Context: an optimization exercise on an open-source flow, tuned for small area, a short achievable clock period and few clock cycles per item. The choices shown serve that exercise and are no tape-out recipe.
Function was not checked in any run shown here: the RTL went through the layout flow alone.
Power and IR drop assume default switching activity.

$ cat design.v
`timescale 1ns / 1ps
package lphs_pkg;
   localparam int SLOTS       = 16;
   localparam int CMD_W       = 2;
   localparam int REQ_KEY_W   = 32;
   localparam int STATUS_W    = 2;
   localparam int RSP_SLOT_W  = 4;
   localparam int RSP_COUNT_W = 5;
   localparam int MAX_W       = 5;
   localparam int CSR_ADDR_W  = 3;
   localparam int CSR_DATA_W  = 32;
   localparam logic [MAX_W-1:0] MAX_ENTRIES_RESET = MAX_W'(SLOTS * 7 / 10);
   localparam logic [CMD_W-1:0] CMD_INSERT = 2'd0;
   localparam logic [CMD_W-1:0] CMD_REMOVE = 2'd1;
   localparam logic [CMD_W-1:0] CMD_FIND   = 2'd2;
   localparam logic [STATUS_W-1:0] ST_OK        = 2'd0;
   localparam logic [STATUS_W-1:0] ST_NOT_FOUND = 2'd1;
   localparam logic [STATUS_W-1:0] ST_FULL      = 2'd2;
endpackage
`timescale 1ns / 1ps
module lphs_datapath (
   input  logic                                clock,
   input  logic                                reset,
   input  logic                                accept,
   input  logic [lphs_pkg::CMD_W-1:0]          cmd,
   input  logic [lphs_pkg::REQ_KEY_W-1:0]      key,
   input  logic [lphs_pkg::MAX_W-1:0]          max_entries,
   output logic                                res_valid,
   output logic [lphs_pkg::STATUS_W-1:0]       res_status,
   output logic [lphs_pkg::SLOTS-1:0]          res_sel,
   output logic [lphs_pkg::RSP_COUNT_W-1:0]    res_count
);
   localparam int N = lphs_pkg::SLOTS;
   logic [31:0]  key_q [N];
   logic [N-1:0] used_q, empty_q;
   logic [4:0]   count_q;
   logic         v_q, ins_q, rem_q, rf_q;
   logic [31:0]  rkey_q;
   logic [N-1:0] eq_q;
   logic         eq_k;
   logic [N-1:0] eq_in;
   assign eq_k = (key == rkey_q);
   always_comb begin
      for (int s = 0; s < N; s++) begin
         eq_in[s] = used_q[s] ? (key == key_q[s]) : eq_k;
      end
   end
   function automatic logic [N-1:0] circ_first(input logic [N-1:0] v, input logic [N-1:0] m);
      logic [N-1:0] vh;
      logic [N:0]   p_h, p_v;
      vh     = v & m;
      p_h[0] = 1'b0;
      p_v[0] = 1'b0;
      for (int s = 0; s < N; s++) begin
         p_h[s+1] = p_h[s] | vh[s];
         p_v[s+1] = p_v[s] | v[s];
      end
      for (int s = 0; s < N; s++) begin
         circ_first[s] = v[s] & (m[s] ? !p_h[s] : !(p_h[N] | p_v[s]));
      end
   endfunction
   function automatic logic [N-1:0] circ_before(input logic [N-1:0] v, input logic [N-1:0] m);
      logic [N-1:0] vh;
      logic [N:0]   p_h, p_v;
      vh     = v & m;
      p_h[0] = 1'b0;
      p_v[0] = 1'b0;
      for (int s = 0; s < N; s++) begin
         p_h[s+1] = p_h[s] | vh[s];
         p_v[s+1] = p_v[s] | v[s];
      end
      for (int s = 0; s < N; s++) begin
         circ_before[s] = m[s] ? !p_h[s] : !(p_h[N] | p_v[s]);
      end
   endfunction
   logic [N-1:0] m_in, m_q, match, first_ins, first_rf, reach, sel;
   logic         any_free, at_limit, ins_ok, hit;
   logic [4:0]   cnt_inc, cnt_dec, count_next;
   always_comb begin
      for (int s = 0; s < N; s++) begin
         m_in[s] = (4'(s) >= key[3:0]);
      end
   end
   assign match     = used_q & eq_q;
   assign first_ins = circ_first(~used_q, m_q);
   assign first_rf  = circ_first(empty_q | match, m_q);
   assign reach     = circ_before(empty_q, m_q);
   assign any_free = !(&used_q);
   assign at_limit = (count_q >= max_entries) || count_q[4];
   assign ins_ok   = ins_q && !at_limit && any_free;
   assign hit      = rf_q && |(match & reach);
   assign sel = ({N{ins_ok}} & first_ins) | ({N{rf_q}} & used_q & first_rf);
   assign cnt_inc    = count_q + 5'd1;
   assign cnt_dec    = count_q - 5'd1;
   assign count_next = ins_ok ? cnt_inc : ((rem_q && hit) ? cnt_dec : count_q);
   always_ff @(posedge clock) begin
      if (reset) begin
         v_q     <= 1'b0;
         ins_q   <= 1'b0;
         rem_q   <= 1'b0;
         rf_q    <= 1'b0;
         used_q  <= '0;
         empty_q <= '1;
         count_q <= '0;
      end else begin
         v_q     <= accept;
         ins_q   <= accept && (cmd == lphs_pkg::CMD_INSERT);
         rem_q   <= accept && (cmd == lphs_pkg::CMD_REMOVE);
         rf_q    <= accept && (cmd == lphs_pkg::CMD_REMOVE || cmd == lphs_pkg::CMD_FIND);
         count_q <= count_next;
         for (int s = 0; s < N; s++) begin
            if (ins_ok && first_ins[s]) begin
               used_q[s]  <= 1'b1;
               empty_q[s] <= 1'b0;
            end else if (rem_q && first_rf[s]) begin
               used_q[s]  <= 1'b0;
            end
         end
      end
   end
   always_ff @(posedge clock) begin
      rkey_q <= key;
      m_q    <= m_in;
      eq_q   <= eq_in;
      for (int s = 0; s < N; s++) begin
         if (!used_q[s]) begin
            key_q[s] <= rkey_q;
         end
      end
   end
   assign res_valid  = v_q;
   assign res_status = (ins_q && !ins_ok) ? lphs_pkg::ST_FULL :
                       ((ins_q || hit) ? lphs_pkg::ST_OK : lphs_pkg::ST_NOT_FOUND);
   assign res_sel    = sel;
   assign res_count  = count_next;
endmodule
`timescale 1ns / 1ps
module linear_probe_hash_set (
   input  logic                                clock,
   input  logic                                reset,
   input  logic                                req_valid,
   output logic                                req_stall,
   input  logic [lphs_pkg::CMD_W-1:0]          req_cmd,
   input  logic [lphs_pkg::REQ_KEY_W-1:0]      req_key,
   output logic                                rsp_valid,
   input  logic                                rsp_stall,
   output logic [lphs_pkg::STATUS_W-1:0]       rsp_status,
   output logic [lphs_pkg::RSP_SLOT_W-1:0]     rsp_slot,
   output logic [lphs_pkg::RSP_COUNT_W-1:0]    rsp_count,
   input  logic                                psel,
   input  logic                                penable,
   input  logic                                pwrite,
   input  logic [lphs_pkg::CSR_ADDR_W-1:0]     paddr,
   input  logic [lphs_pkg::CSR_DATA_W-1:0]     pwdata,
   output logic [lphs_pkg::CSR_DATA_W-1:0]     prdata,
   output logic                                pready
);
   localparam int RW = lphs_pkg::STATUS_W + lphs_pkg::RSP_SLOT_W + lphs_pkg::RSP_COUNT_W;
   logic [lphs_pkg::MAX_W-1:0] max_q;
   logic                       accept;
   logic                       res_valid;
   localparam int XW = lphs_pkg::STATUS_W + lphs_pkg::SLOTS + lphs_pkg::RSP_COUNT_W;
   logic [XW-1:0]              res;
   assign pready = 1'b1;
   assign prdata = paddr[2] ? '0 : lphs_pkg::CSR_DATA_W'(max_q);
   always_ff @(posedge clock) begin
      if (reset) begin
         max_q <= lphs_pkg::MAX_ENTRIES_RESET;
      end else if (psel && penable && pwrite && !paddr[2]) begin
         max_q <= pwdata[lphs_pkg::MAX_W-1:0];
      end
   end
   logic          r_v, r_move, r_v_in;
   logic [XW-1:0] r_q;
   logic [RW-1:0] r_ans;
   logic [3:0]    r_slot;
   always_comb begin
      r_slot = '0;
      for (int s = 0; s < lphs_pkg::SLOTS; s++) begin
         r_slot = r_slot | ({4{r_q[lphs_pkg::RSP_COUNT_W + s]}} & 4'(s));
      end
   end
   assign r_ans = {r_q[XW-1 -: lphs_pkg::STATUS_W], r_slot, r_q[lphs_pkg::RSP_COUNT_W-1:0]};
   logic [RW-1:0] q_q [2];
   logic [1:0]    occ_q, occ_in;
   logic [1:0]    wsel;
   logic          pop, full_q;
   logic [2:0]    occ_x;
   assign rsp_valid = occ_q[0];
   assign pop       = occ_q[0] && !rsp_stall;
   assign occ_x     = {1'b0, occ_q};
   assign {rsp_status, rsp_slot, rsp_count} = q_q[0];
   assign r_move = r_v && (!occ_q[1] || pop);
   assign r_v_in = res_valid || (r_v && !r_move);
   always_comb begin
      for (int i = 0; i < 2; i++) begin
         wsel[i] = r_move && (pop ? (occ_x[i] && !occ_x[i+1])
                                  : (!occ_x[i] && (i == 0 || occ_x[i-1])));
      end
      occ_in = occ_q;
      if (r_move && !pop) begin
         occ_in = {occ_q[0], 1'b1};
      end else if (pop && !r_move) begin
         occ_in = {1'b0, occ_q[1]};
      end
   end
   assign req_stall = full_q && !pop;
   assign accept    = req_valid && !req_stall;
   always_ff @(posedge clock) begin
      if (reset) begin
         r_v    <= 1'b0;
         occ_q  <= '0;
         full_q <= 1'b0;
      end else begin
         r_v    <= r_v_in;
         occ_q  <= occ_in;
         full_q <= (occ_in[1] && (accept || r_v_in)) || (occ_in[0] && accept && r_v_in);
      end
   end
   always_ff @(posedge clock) begin
      if (res_valid) begin
         r_q <= res;
      end
      for (int i = 0; i < 2; i++) begin
         if (wsel[i]) begin
            q_q[i] <= r_ans;
         end else if (pop && i < 1) begin
            q_q[i] <= q_q[i+1];
         end
      end
   end
   lphs_datapath u_dp (
      .clock       (clock),
      .reset       (reset),
      .accept      (accept),
      .cmd         (req_cmd),
      .key         (req_key),
      .max_entries (max_q),
      .res_valid   (res_valid),
      .res_status  (res[XW-1 -: lphs_pkg::STATUS_W]),
      .res_sel     (res[lphs_pkg::RSP_COUNT_W +: lphs_pkg::SLOTS]),
      .res_count   (res[lphs_pkg::RSP_COUNT_W-1:0])
   );
endmodule
$ cat run.sh
#!/bin/bash
# synth_recipe.tcl (not shown) runs the flow's synth.tcl, then flattens the netlist and writes it again
# the make line also repeats each setting of config.mk as NAME=value (left out here)
make -C /OpenROAD-flow-scripts/flow DESIGN_CONFIG=/design/flow/config.mk WORK_HOME=/design/flow/orfs CLKGATE_MAP_FILE= SYNTH_SCRIPT=/design/flow/synth_recipe.tcl finish
$ cat config.mk
export PLATFORM = sky130hd
export DESIGN_NAME = linear_probe_hash_set
export DESIGN_NICKNAME = linear_probe_hash_set
export VERILOG_FILES = /design/flow/design.v
export SDC_FILE = /design/flow/constraint.sdc
export NUM_CORES = 4
export LEC_CHECK = 0
export ABC_CLOCK_PERIOD_IN_PS = 2000
export CAP_MARGIN = 20
export CORE_MARGIN = 2
export CORE_UTILIZATION = 60
export CTS_BUF_LIST = sky130_fd_sc_hd__clkbuf_8
export CTS_CLUSTER_DIAMETER = 60
export CTS_CLUSTER_SIZE = 16
export SETUP_SLACK_MARGIN = 3.3
export SLEW_MARGIN = 20
export TNS_END_PERCENT = 100
$ cat constraint.sdc
create_clock -name core_clock -period 6.0 [get_ports {clock}]
set_input_delay 1.2000 -clock core_clock [delete_from_list [all_inputs] [get_ports {clock}]]
set_output_delay 1.2000 -clock core_clock [all_outputs]
set_load 0.01 [all_outputs]
==> impl_metrics.py, run 1 <==
metrics = {
    "global_route": {
        "grt_use_total": 0.3508,
        "grt_pass1_wl_um": 122300,
        "antenna_found_initial": 5,
        "grt_start_max_net_pins": 37,
        "grt_pass1_vias": 17360,
        "grt_overflow_total": 0,
    },
    "power": {
        "p_sw_mw": 2.159,
        "power.internal_mw": 6.419,
        "p_seq_frac": 0.625,
        "p_total_mw": 8.578,
        "peakVddDrop_uv": 235.8,
        "power.density_nw_per_um2": 264.4,
        "p_comb_frac": 0.096,
        "leakagePower_nw": 11.62,
        "pwr-share-clk": 0.279,
        "power_switching_share": 0.2516,
    },
    "sta": {
        "fmax_mhz": 329.0,
        "finalHoldViolCount": 0,
        "slew_headroom": 0.2962,
        "grt_setup_unrepaired": "yes",
        "setup_viol": 0,
        "fin_crit_sh": 0.5065,
        "min_period_ps": 3039,
        "tightest_slew_ps": 1050,
        "tns_ps": 0,
        "drv_slew": 0,
        "finClkSkew_ps": 41.01,
    },
    "floorplanning": {
        "fp.dieH_um": 222.5,
        "die_w_um": 222.5,
        "io_pins": 122,
        "dieArea_sq_um": 49520,
        "row_count": 80,
        "start_util": 0.6040,
        "core_sq_um": 47450,
    },
    "placed_design": {
        "globalplace.congestion": 0.9069,
        "port_buffers": 64,
        "place_area_sq_um": 30190,
        "place_hpwl_um": 53910,
    },
    "drt": {
        "vias": 18250,
        "drt_iter0_markers": 2379,
        "avgRoutedWirePerCell_um": 30.00,
        "drt-total-wl_um": 87090,
        "drc": 0,
        "drt-vias-per-instance": 6.285,
        "drtPass1Iterations": 6,
        "drtAntennaViolNets": 0,
    },
    "final_layout": {
        "syn2layout_area_growth_pct": 13.20,
        "layout-drive-gt1-share": 0.1692,
        "final_util": 0.6837,
        "nets": 2331,
        "layout_common_cells": "edfxtp_1, xnor2_1, xor2_1, buf_4, nand4_1",
        "post-route-cell-area_sq_um": 32440,
        "layout_commonest_cell": "edfxtp_1",
    },
    "setup_path": {
        "cp-start-kind": "register",
        "path_max_fanout": 3,
        "crit_type": "register to register",
        "critPathArrivalTime_ps": 3620,
        "cp.required_ps": 6580,
        "crit_path_end_kind": "register",
    },
    "run": {
        "drv_cap": 0,
    },
    "synthesis": {
        "synth_top_family_by_area": "XOR/XNOR gates",
        "synthCells": 2081,
        "synth.area.mux_share": 0.006812,
        "ys_warn_count": 5,
        "synth_xor_area_frac": 0.1672,
        "synthDistinctLibCells": 67,
        "ys.flop_type": "edfxtp_1",
        "synth_edf_count": 556,
        "synthArstFlopShare": 0,
        "synthAdderAreaFrac": 0.003930,
        "synth_compound_area_frac": 0.04943,
        "yosys.area_share.simple": 0.08222,
        "mappedNetlistArea_sq_um": 28650,
        "synth-seq-area-share": 0.6616,
        "syn_avg_cell_area_sq_um": 13.77,
        "synth-seq-cells": 669,
    },
    "clock_tree": {
        "cts_sinks": 669,
        "htreeDepth": 2,
        "numCtsBuffers": 51,
        "clock_latency_ps": 710,
        "cts_tree": "yes",
        "clk_path_buf_depth": 3,
        "cts-root-buf": "clkbuf_8",
        "path_clk_slew_ps": 100,
    },
    "run_status": {
        "status": "no timing/DRC/antenna violations",
    },
    "min_path": {
        "min_path_type": "register to register",
    },
}
-- worst paths after layout --
path                                      from                            to  slack, ps  cells past startpoint
setup / recovery  u_dp.used_q[10]$_SDFFE_PP0P_  u_dp.empty_q[9]$_SDFFE_PP1P_       2960                      9
hold reg to reg         u_dp.rkey_q[5]$_DFF_P_    u_dp.key_q[9][5]$_DFFE_PN_        440                      0
setup reg to reg  u_dp.used_q[10]$_SDFFE_PP0P_  u_dp.empty_q[9]$_SDFFE_PP1P_       2960                      9
hold / removal          u_dp.rkey_q[5]$_DFF_P_    u_dp.key_q[9][5]$_DFFE_PN_        440                      0
-- flip-flops by register name (all words and copies together), names as in the netlist, 2 cells and up --
name	cells
u_dp.used_q	16
max_q	5
u_dp.m_q	15
occ_q	2
u_dp.count_q	5
q_q	22
u_dp.rkey_q	32
u_dp.key_q	512
r_q	22
u_dp.eq_q	16
u_dp.empty_q	16
-- Yosys cell counts (all sizes together), types with 2 or more instances --
library cell  count  area, sq um
a211oi            4        30.03
a21oi            43        215.2
inv              40        150.1
nor2b             4        25.02
nor3b             2        15.01
a31o              2        17.52
o21ai            40        200.2
dfxtp           113         2262
mux2i             6        60.06
a31oi             8        50.05
nor2             40        150.1
nor3             32        160.2
a22oi             7        52.55
buf              37        255.3
o31a              2        17.52
conb              2        7.510
a21boi            3        22.52
o31ai             7        52.55
o22ai            19        118.9
nand2b            5        31.28
nand3            50        255.3
a2111oi           2        17.52
or4               4        30.03
mux2             12        135.1
ha                9        112.6
or3               8        50.05
nand4           102        638.1
and3             11        68.82
a21o             23        172.7
and2              9        56.30
o21bai            2        15.01
a222oi            9        90.09
o41ai             3        26.28
a211o             4        35.03
xor2            242         2120
edfxtp          556        16700
nor4             81        506.7
a32oi             2        17.52
o32ai             5        43.79
nand2            84        315.3
clkbuf          110        412.9
o2bb2ai           2        17.52
xnor2           305         2671
o211ai           11        82.58
-- worst max-delay path, stage by stage (launching register included) --
cell and delay, ps:
dfxtp_4 370, clkinvlp_4 100, buf_12 130, a221oi_4 260
o221ai_2 180, a2111o_2 490, or4_4 440, or4_1 400
a211o_1 360, a21o_1 170
-- cell type report --
class                      instances  area [sq um]
sequential                       669         19010
fill                            3458         15010
multi-input combinational       1252          9534
timing repair buffer             226          1923
tap                              615         769.5
clock buffer                      54         743.2
inverter                          40         209.0
clock inverter                    40         206.4
timing repair inverter             6         37.54
antenna                            1         2.502
-- repair_timing --
item | 4_1_cts | 5_1_grt
gates cloned | 7 | 1
resized for setup | 194 | 113
setup endpoints to repair | 93 | 57
hold buffers | 0 | 0
pin swaps | 24 | 35
setup buffers | 38 | 35
-- metrics by stage --
step	worst slack [ps]	std cells	hold WS, ps
2_1_floorplan	2888	2107	422.2
3_3_place_gp	1639	2727	411.1
3_5_place_dp	1625	2727	418.6
4_1_cts	2985	2866	443.6
5_1_grt	2909	2902	457.2
6_report	2961	2903	441.9
-- cells by family (layout without fill, tap and decap cells) --
kind of cell | after synthesis | after routing
fa+ha+maj | 9 | 9
flops | 669 | 669
compound gates | 211 | 211
buf+inv | 187 | 366
simple gates | 438 | 439
mux | 18 | 18
xor+xnor | 547 | 547
other cells | 2 | 29
-- power by group through the flow --
stage	Clock (mW)	Sequential (mW)	Combinational, mW
5_1_grt	2.57	5.38	0.867
3_3_place_gp	0	5.45	0.766
2_1_floorplan	0	5.45	0.477
4_1_cts	2.42	5.36	0.789
6_report	2.40	5.36	0.821
3_5_place_dp	0	5.47	0.775
-- layer usage --
layer / global-route usage / part of all wire
met4: 0.1418 / 0.044
met5: 0 / 0.00015
met1: 0.5020 / 0.39
met2: 0.5399 / 0.45
met3: 0.05938 / 0.11
==> run 2, diff against run 1 <==
--- a/config.mk
+++ b/config.mk
@@ -14,4 +14,3 @@
 export CTS_CLUSTER_SIZE = 16
-export SETUP_SLACK_MARGIN = 3.3
+export SETUP_SLACK_MARGIN = 3.25
 export SLEW_MARGIN = 20
-export TNS_END_PERCENT = 100
==> impl_metrics.py, run 2 <==
metrics = {
    "floorplanning": {
        "row_count": 80,
        "dieArea_sq_um": 49520,
        "fp.dieH_um": 222.5,
        "die_w_um": 222.5,
        "io_pins": 122,
        "core_sq_um": 47450,
        "start_util": 0.6040,
    },
    "setup_path": {
        "critPathArrivalTime_ps": 3580,
        "path_cells": "buf_4, buf_6, buf_8, nand4_1, or2_2, or4_4, or4_4, a211o_1, a21o_1",
        "reg2regPathDepth": 9,
        "cp-start-kind": "register",
        "cp_num_buf_inv": 3,
        "cpLargestDelayFamily": "simple AND/OR/NAND/NOR gates",
        "cpMostUsedCell": "or4_4",
        "cp.required_ps": 6590,
        "crit_type": "register to register",
        "crit_cells": 9,
        "crit_path_end_kind": "register",
        "slowest_delay_ps": 520,
        "slowest_stage": "or4_4",
        "path_max_fanout": 9,
    },
    "drt": {
        "drt-vias-per-instance": 6.329,
        "drt_iter0_markers": 2391,
        "drt-total-wl_um": 86700,
        "avgRoutedWirePerCell_um": 29.97,
        "vias": 18310,
        "drc": 0,
        "drtPass1Iterations": 7,
        "drtAntennaViolNets": 0,
    },
    "power": {
        "power_switching_share": 0.2508,
        "pwr-share-clk": 0.286,
        "p_seq_frac": 0.620,
        "p_sw_mw": 2.168,
        "peakVddDrop_uv": 204.8,
        "p_total_mw": 8.646,
        "p_comb_frac": 0.094,
        "power.internal_mw": 6.477,
        "leakagePower_nw": 11.48,
        "power.density_nw_per_um2": 267.7,
    },
    "sta": {
        "grt_setup_unrepaired": "yes",
        "slew_headroom": 0.3062,
        "fmax_mhz": 334.2,
        "tns_ps": 0,
        "tightest_slew_ps": 1035,
        "hold_ws_ps": 442.7,
        "finClkSkew_ps": 48.48,
        "min_period_ps": 2992,
        "drv_slew": 0,
        "setup_viol": 0,
        "fin_crit_sh": 0.4987,
        "finalHoldViolCount": 0,
        "worst_slack_ps": 3008,
    },
    "synthesis": {
        "synth_area_leaders": "edfxtp_1, xnor2_1, dfxtp_1",
        "synthArstFlopShare": 0,
        "mappedNetlistArea_sq_um": 28650,
        "synth-seq-area-share": 0.6616,
        "yosys.area.top_type": "edfxtp_1",
        "netlist.area_leader.share": 0.5827,
        "synth_edf_count": 556,
        "synth-seq-cells": 669,
        "ys.flop_type": "edfxtp_1",
        "synthCells": 2081,
        "ys_warn_count": 5,
        "synthDistinctLibCells": 67,
        "syn_avg_cell_area_sq_um": 13.77,
        "yosysMostFrequentCell": "edfxtp_1",
        "synthTopCellsByCount": "edfxtp_1, xnor2_1, xor2_1",
    },
    "placed_design": {
        "place_hpwl_um": 53350,
        "place_worst_setup_slack_ps": 1677,
        "port_buffers": 64,
        "place_area_sq_um": 30180,
        "globalplace.congestion": 0.9354,
        "dp_cells": 2729,
    },
    "final_layout": {
        "syn2layout_area_growth_pct": 12.72,
        "layout_common_cells": "edfxtp_1, xnor2_1, xor2_1, buf_4, nand4_1",
        "layoutNonFillerInstCount": 2893,
        "largest_reg_flops": 512,
        "n_antenna_cell": 0,
        "post-route-cell-area_sq_um": 32300,
        "final_util": 0.6808,
        "top_regs": "u_dp.key_q x512, u_dp.rkey_q x32",
        "layout-drive-gt1-share": 0.1514,
        "layout_commonest_cell": "edfxtp_1",
        "nets": 2319,
        "regMostFlops": "u_dp.key_q",
    },
    "clock_tree": {
        "htreeDepth": 2,
        "hold_buffers": 0,
        "cts_tree": "yes",
        "clock_latency_ps": 720,
        "clk_path_buf_depth": 3,
        "cts-root-buf": "clkbuf_8",
        "cts_sinks": 669,
        "path_clk_slew_ps": 110,
        "numCtsBuffers": 52,
    },
    "global_route": {
        "grt_pass1_wl_um": 121200,
        "antenna_found_initial": 3,
        "grt_start_max_net_pins": 37,
        "grt_use_total": 0.3477,
        "grt_overflow_total": 0,
        "grt_pass1_vias": 17190,
    },
    "run_status": {
        "status": "no timing/DRC/antenna violations",
    },
    "min_path": {
        "whs_path_depth": 0,
        "min_path_type": "register to register",
    },
    "run": {
        "drv_cap": 0,
    },
}
-- run 2: cell counts after synthesis --
No cell type changed its count.
-- run 2: worst reg2reg max path, delay by kind of cell (launching register included) --
kind / cells / cell delay (ps)
DFF: 1 / 430
buffers and inverters: 3 / 340
AOI/OAI and AO/OA: 2 / 510
and+or+nand+nor: 4 / 1610
-- run 2: final cells by class --
cell class | instances | area [sq um]
sequential | 669 | 18990
fill | 3449 | 15140
multi-input combinational | 1251 | 9468
timing repair buffer | 215 | 1832
tap | 615 | 769.5
clock buffer | 55 | 757.0
clock inverter | 43 | 246.5
inverter | 40 | 201.4
timing repair inverter | 5 | 32.53
-- run 2: power groups by stage --
| stage | clock network (mW) | registers (mW) | logic (mW) |
|---|---|---|---|
| after floorplan | 0 | 5.45 | 0.476 |
| after global placement | 0 | 5.46 | 0.759 |
| after detailed placement | 0 | 5.47 | 0.770 |
| after CTS | 2.49 | 5.36 | 0.787 |
| after global routing | 2.65 | 5.38 | 0.851 |
| final | 2.47 | 5.36 | 0.810 |
-- run 2: final timing paths --
| kind | from | slack [ps] | endpoint |
|---|---|---|---|
| hold / removal | u_dp.rkey_q[27]$_DFF_P_ | 440 | u_dp.key_q[9][27]$_DFFE_PN_ |
| hold reg to reg | u_dp.rkey_q[27]$_DFF_P_ | 440 | u_dp.key_q[9][27]$_DFFE_PN_ |
| setup / recovery | u_dp.used_q[0]$_SDFFE_PP0P_ | 3010 | u_dp.empty_q[9]$_SDFFE_PP1P_ |
| setup reg to reg | u_dp.used_q[0]$_SDFFE_PP0P_ | 3010 | u_dp.empty_q[9]$_SDFFE_PP1P_ |
-- run 2: logic make-up after synthesis --
family	Yosys count	synth area share
flip-flops	669	0.6616
multiplexers	18	0.006812
other	2	0.0002621
XOR/XNOR	547	0.1672
adder cells (fa/ha/maj)	9	0.003930
AND/OR/NAND/NOR	438	0.08222
AO/OA/AOI/OAI	211	0.04943
buffers and inverters	187	0.02856
-- run 2: what timing repair did --
item                       4_1_cts  5_1_grt
pin swaps                       18       17
setup endpoints to repair       93       54
setup buffers                   39       22
gates cloned                     5        0
gates resized for setup        163       73
-- run 2: metal layers --
metal,share of wire,up-vias,track usage
li1,-,7847,-
met1,0.40,9314,0.4952
met2,0.47,968,0.5560
met3,0.095,182,0.04933
met4,0.039,0,0.1163
met5,0,-,0
==> run 3, diff against run 2 <==
--- a/design.v
+++ b/design.v
@@ -206,3 +206,3 @@
    end
-   assign req_stall = full_q && !pop;
+   assign req_stall = full_q && rsp_stall;
    assign accept    = req_valid && !req_stall;
--- a/config.mk
+++ b/config.mk
@@ -14,3 +14,3 @@
 export CTS_CLUSTER_SIZE = 16
-export SETUP_SLACK_MARGIN = 3.25
+export SETUP_SLACK_MARGIN = 3.4
 export SLEW_MARGIN = 20
==> impl_metrics.py, run 3 <==
metrics = {
    "clock_tree": {
        "htreeDepth": 2,
        "cts-root-buf": "clkbuf_8",
        "numCtsBuffers": 50,
        "clk_path_buf_depth": 3,
        "cts_sinks": 669,
        "cts_tree": "yes",
        "clock_latency_ps": 720,
        "path_clk_slew_ps": 90,
        "hold_buffers": 0,
    },
    "synthesis": {
        "ys_warn_count": 5,
        "synthDistinctLibCells": 67,
        "synthArstFlopShare": 0,
        "synth_edf_count": 556,
        "synthTopCellsByCount": "edfxtp_1, xnor2_1, xor2_1",
        "synth-seq-cells": 669,
        "syn_avg_cell_area_sq_um": 13.77,
        "synthCells": 2081,
        "mappedNetlistArea_sq_um": 28650,
        "synth-seq-area-share": 0.6616,
        "yosys.area.top_type": "edfxtp_1",
        "netlist.area_leader.share": 0.5827,
        "synth_area_leaders": "edfxtp_1, xnor2_1, dfxtp_1",
        "yosysMostFrequentCell": "edfxtp_1",
        "ys.flop_type": "edfxtp_1",
    },
    "run_status": {
        "status": "no timing/DRC/antenna violations",
    },
    "setup_path": {
        "critPathArrivalTime_ps": 3660,
        "crit_path_end_kind": "register",
        "reg2regPathDepth": 9,
        "crit_type": "register to register",
        "worstSetupEndpoint": "u_dp.empty_q[9]$_SDFFE_PP1P_",
        "reg2reg_setup_slack_ps": 2920,
        "crit_start": "u_dp.used_q[9]$_SDFFE_PP0P_",
        "worstReg2RegStart": "u_dp.used_q[9]$_SDFFE_PP0P_",
        "cp.required_ps": 6580,
        "r2r-end": "u_dp.empty_q[9]$_SDFFE_PP1P_",
        "cp-start-kind": "register",
        "path_max_fanout": 3,
    },
    "floorplanning": {
        "start_util": 0.6040,
        "die_w_um": 222.5,
        "row_count": 80,
        "fp.dieH_um": 222.5,
        "dieArea_sq_um": 49520,
        "io_pins": 122,
        "core_sq_um": 47450,
    },
    "sta": {
        "setup_viol": 0,
        "grt_setup_unrepaired": "yes",
        "worst_slack_ps": 2920,
        "hold_ws_ps": 440.2,
        "fmax_mhz": 324.6,
        "tightest_slew_ps": 999.9,
        "finClkSkew_ps": 44.40,
        "drv_slew": 0,
        "min_period_ps": 3080,
        "slew_headroom": 0.3297,
        "fin_crit_sh": 0.5134,
        "finalHoldViolCount": 0,
        "tns_ps": 0,
    },
    "power": {
        "leakagePower_nw": 11.64,
        "power.density_nw_per_um2": 263.6,
        "peakVddDrop_uv": 256.6,
        "p_total_mw": 8.615,
    },
    "placed_design": {
        "place_worst_setup_slack_ps": 1586,
        "place_hpwl_um": 53550,
        "globalplace.congestion": 0.9382,
        "port_buffers": 64,
    },
    "drt": {
        "drtPass1Iterations": 7,
        "drt_iter0_markers": 2475,
        "drtAntennaViolNets": 0,
        "drt-vias-per-instance": 6.359,
        "vias": 18490,
        "drt-total-wl_um": 87700,
        "avgRoutedWirePerCell_um": 30.16,
        "drc": 0,
    },
    "final_layout": {
        "top_regs": "u_dp.key_q x512, u_dp.rkey_q x32",
        "largest_reg_flops": 512,
        "regMostFlops": "u_dp.key_q",
        "nFillCells": 3407,
        "register_area_sq_um": 19010,
        "layout-drive-gt1-share": 0.1725,
        "layout_common_cells": "edfxtp_1, xnor2_1, xor2_1, buf_4, nand4_1",
        "layout_commonest_cell": "edfxtp_1",
        "syn2layout_area_growth_pct": 14.06,
        "nets": 2334,
        "multi_input_area_sq_um": 9565,
    },
    "min_path": {
        "holdCritStartpoint": "u_dp.rkey_q[13]$_DFF_P_",
        "min_path_type": "register to register",
    },
    "global_route": {
        "grt_pass1_wl_um": 123300,
        "grt_pass1_vias": 17510,
        "grt_start_max_net_pins": 37,
        "grt_use_total": 0.3528,
        "antenna_found_initial": 2,
        "grt_overflow_total": 0,
    },
    "run": {
        "drv_cap": 0,
    },
}
## run 3: worst min path at each step
stage                                  endpoint  slack, ps  depth (start not counted)
finish              u_dp.key_q[9][13]$_DFFE_PN_        440                          0
global placement     u_dp.key_q[9][4]$_DFFE_PN_        410                          0
detailed placement  u_dp.key_q[9][13]$_DFFE_PN_        420                          0
floorplan                   q_q[1][0]$_DFFE_PP_        420                          0
CTS                 u_dp.key_q[9][13]$_DFFE_PN_        440                          0
global route         u_dp.key_q[9][4]$_DFFE_PN_        460                          0
## run 3: area by class of cell
cell class,count,area share
Sequential cell,669,0.5817
Clock buffer,52,0.02190
Inverter,40,0.006508
Multi-Input combinational cell,1251,0.2927
Timing Repair inverter,8,0.001455
Timing Repair Buffer,229,0.06458
Tap cell,615,0.02354
Clock inverter,41,0.007427
Antenna cell,3,0.0002297
## run 3: critical path, stage by stage (launching register included)
cell        delay [ps]
dfxtp_4            370
clkinvlp_4         100
buf_12             140
a221oi_4           290
o221ai_2           190
a2111o_2           500
or4_4              450
or4_4              430
a211o_1            360
a21o_1             170
## run 3: logic make-up after synthesis
family                     Yosys count  share of synthesized area
AOI/OAI and AO/OA                  211                    0.04943
adders and majority gates            9                   0.003930
muxes                               18                   0.006812
other                                2                  0.0002621
DFF                                669                     0.6616
and+or+nand+nor                    438                    0.08222
xor gates and xnor gates           547                     0.1672
buffers and inverters              187                    0.02856
## run 3: power breakdown
part / switching [mW] / total, mW / internal [mW] / leakage (nW)
Sequential: 0.119 / 5.35 / 5.24 / 6.76
Clock: 1.51 / 2.42 / 0.912 / 0.592
Combinational: 0.507 / 0.840 / 0.333 / 4.28
Total: 2.14 / 8.62 / 6.48 / 11.6
## run 3: through the flow
stage               instances    util  instance area, sq um
CTS                      2878  0.6756                 32060
finish                   2908  0.6889                 32680
detailed placement       2732  0.6371                 30230
floorplan                2107       -                 28880
global placement         2732  0.6371                 30230
global route             2906  0.6888                 32680
## run 3: metal layers
layer	routed length, um	track usage	vias up
li1	-	-	7882
met1	34530	0.4950	9392
met2	41340	0.5638	1019
met3	8230	0.05567	199
met4	3601	0.1279	0
met5	0	0	-
## run 3: timing repair
item / 4_1_cts / 5_1_grt
gates cloned: 9 / 1
endpoints found under the setup margin: 93 / 73
pin swaps: 27 / 21
resized for setup: 222 / 106
setup buffers: 44 / 26

[port drivers added, routing unchanged]
Ports are ideal in the flow. The routed layouts listed here were re-timed in OpenROAD.
Step 1: set_driving_cell puts a clkbuf_16 on clock and a buf_2 on each other input, an assumption about the parent block.
Step 2 times the ports against the registers' clock, not the clock port: input delays grow and output delays shrink by t, the midpoint of the rising clock arrivals with the driver on.
a / b / c = ideal ports / drivers / drivers and shift; a / b = the first two.
| run | t (ns) | slack for setup (ns) | worst setup path at the end | slew at the worst register clock pin (ns) |
|---|---|---|---|---|
| run 1 | 0.745 | 2.961 / 2.961 / 2.582 | input to register | 0.11 / 0.11 |
| run 2 | 0.750 | 3.008 / 3.008 / 2.530 | input to register | 0.11 / 0.11 |
| run 3 | 0.758 | 2.920 / 2.920 / 2.620 | input to register | 0.11 / 0.11 |
After both steps every run listed still meets setup and hold. The setup slack of run 2, which loses most, moves by 0.000 ns with the drivers and by -0.478 ns with both steps.
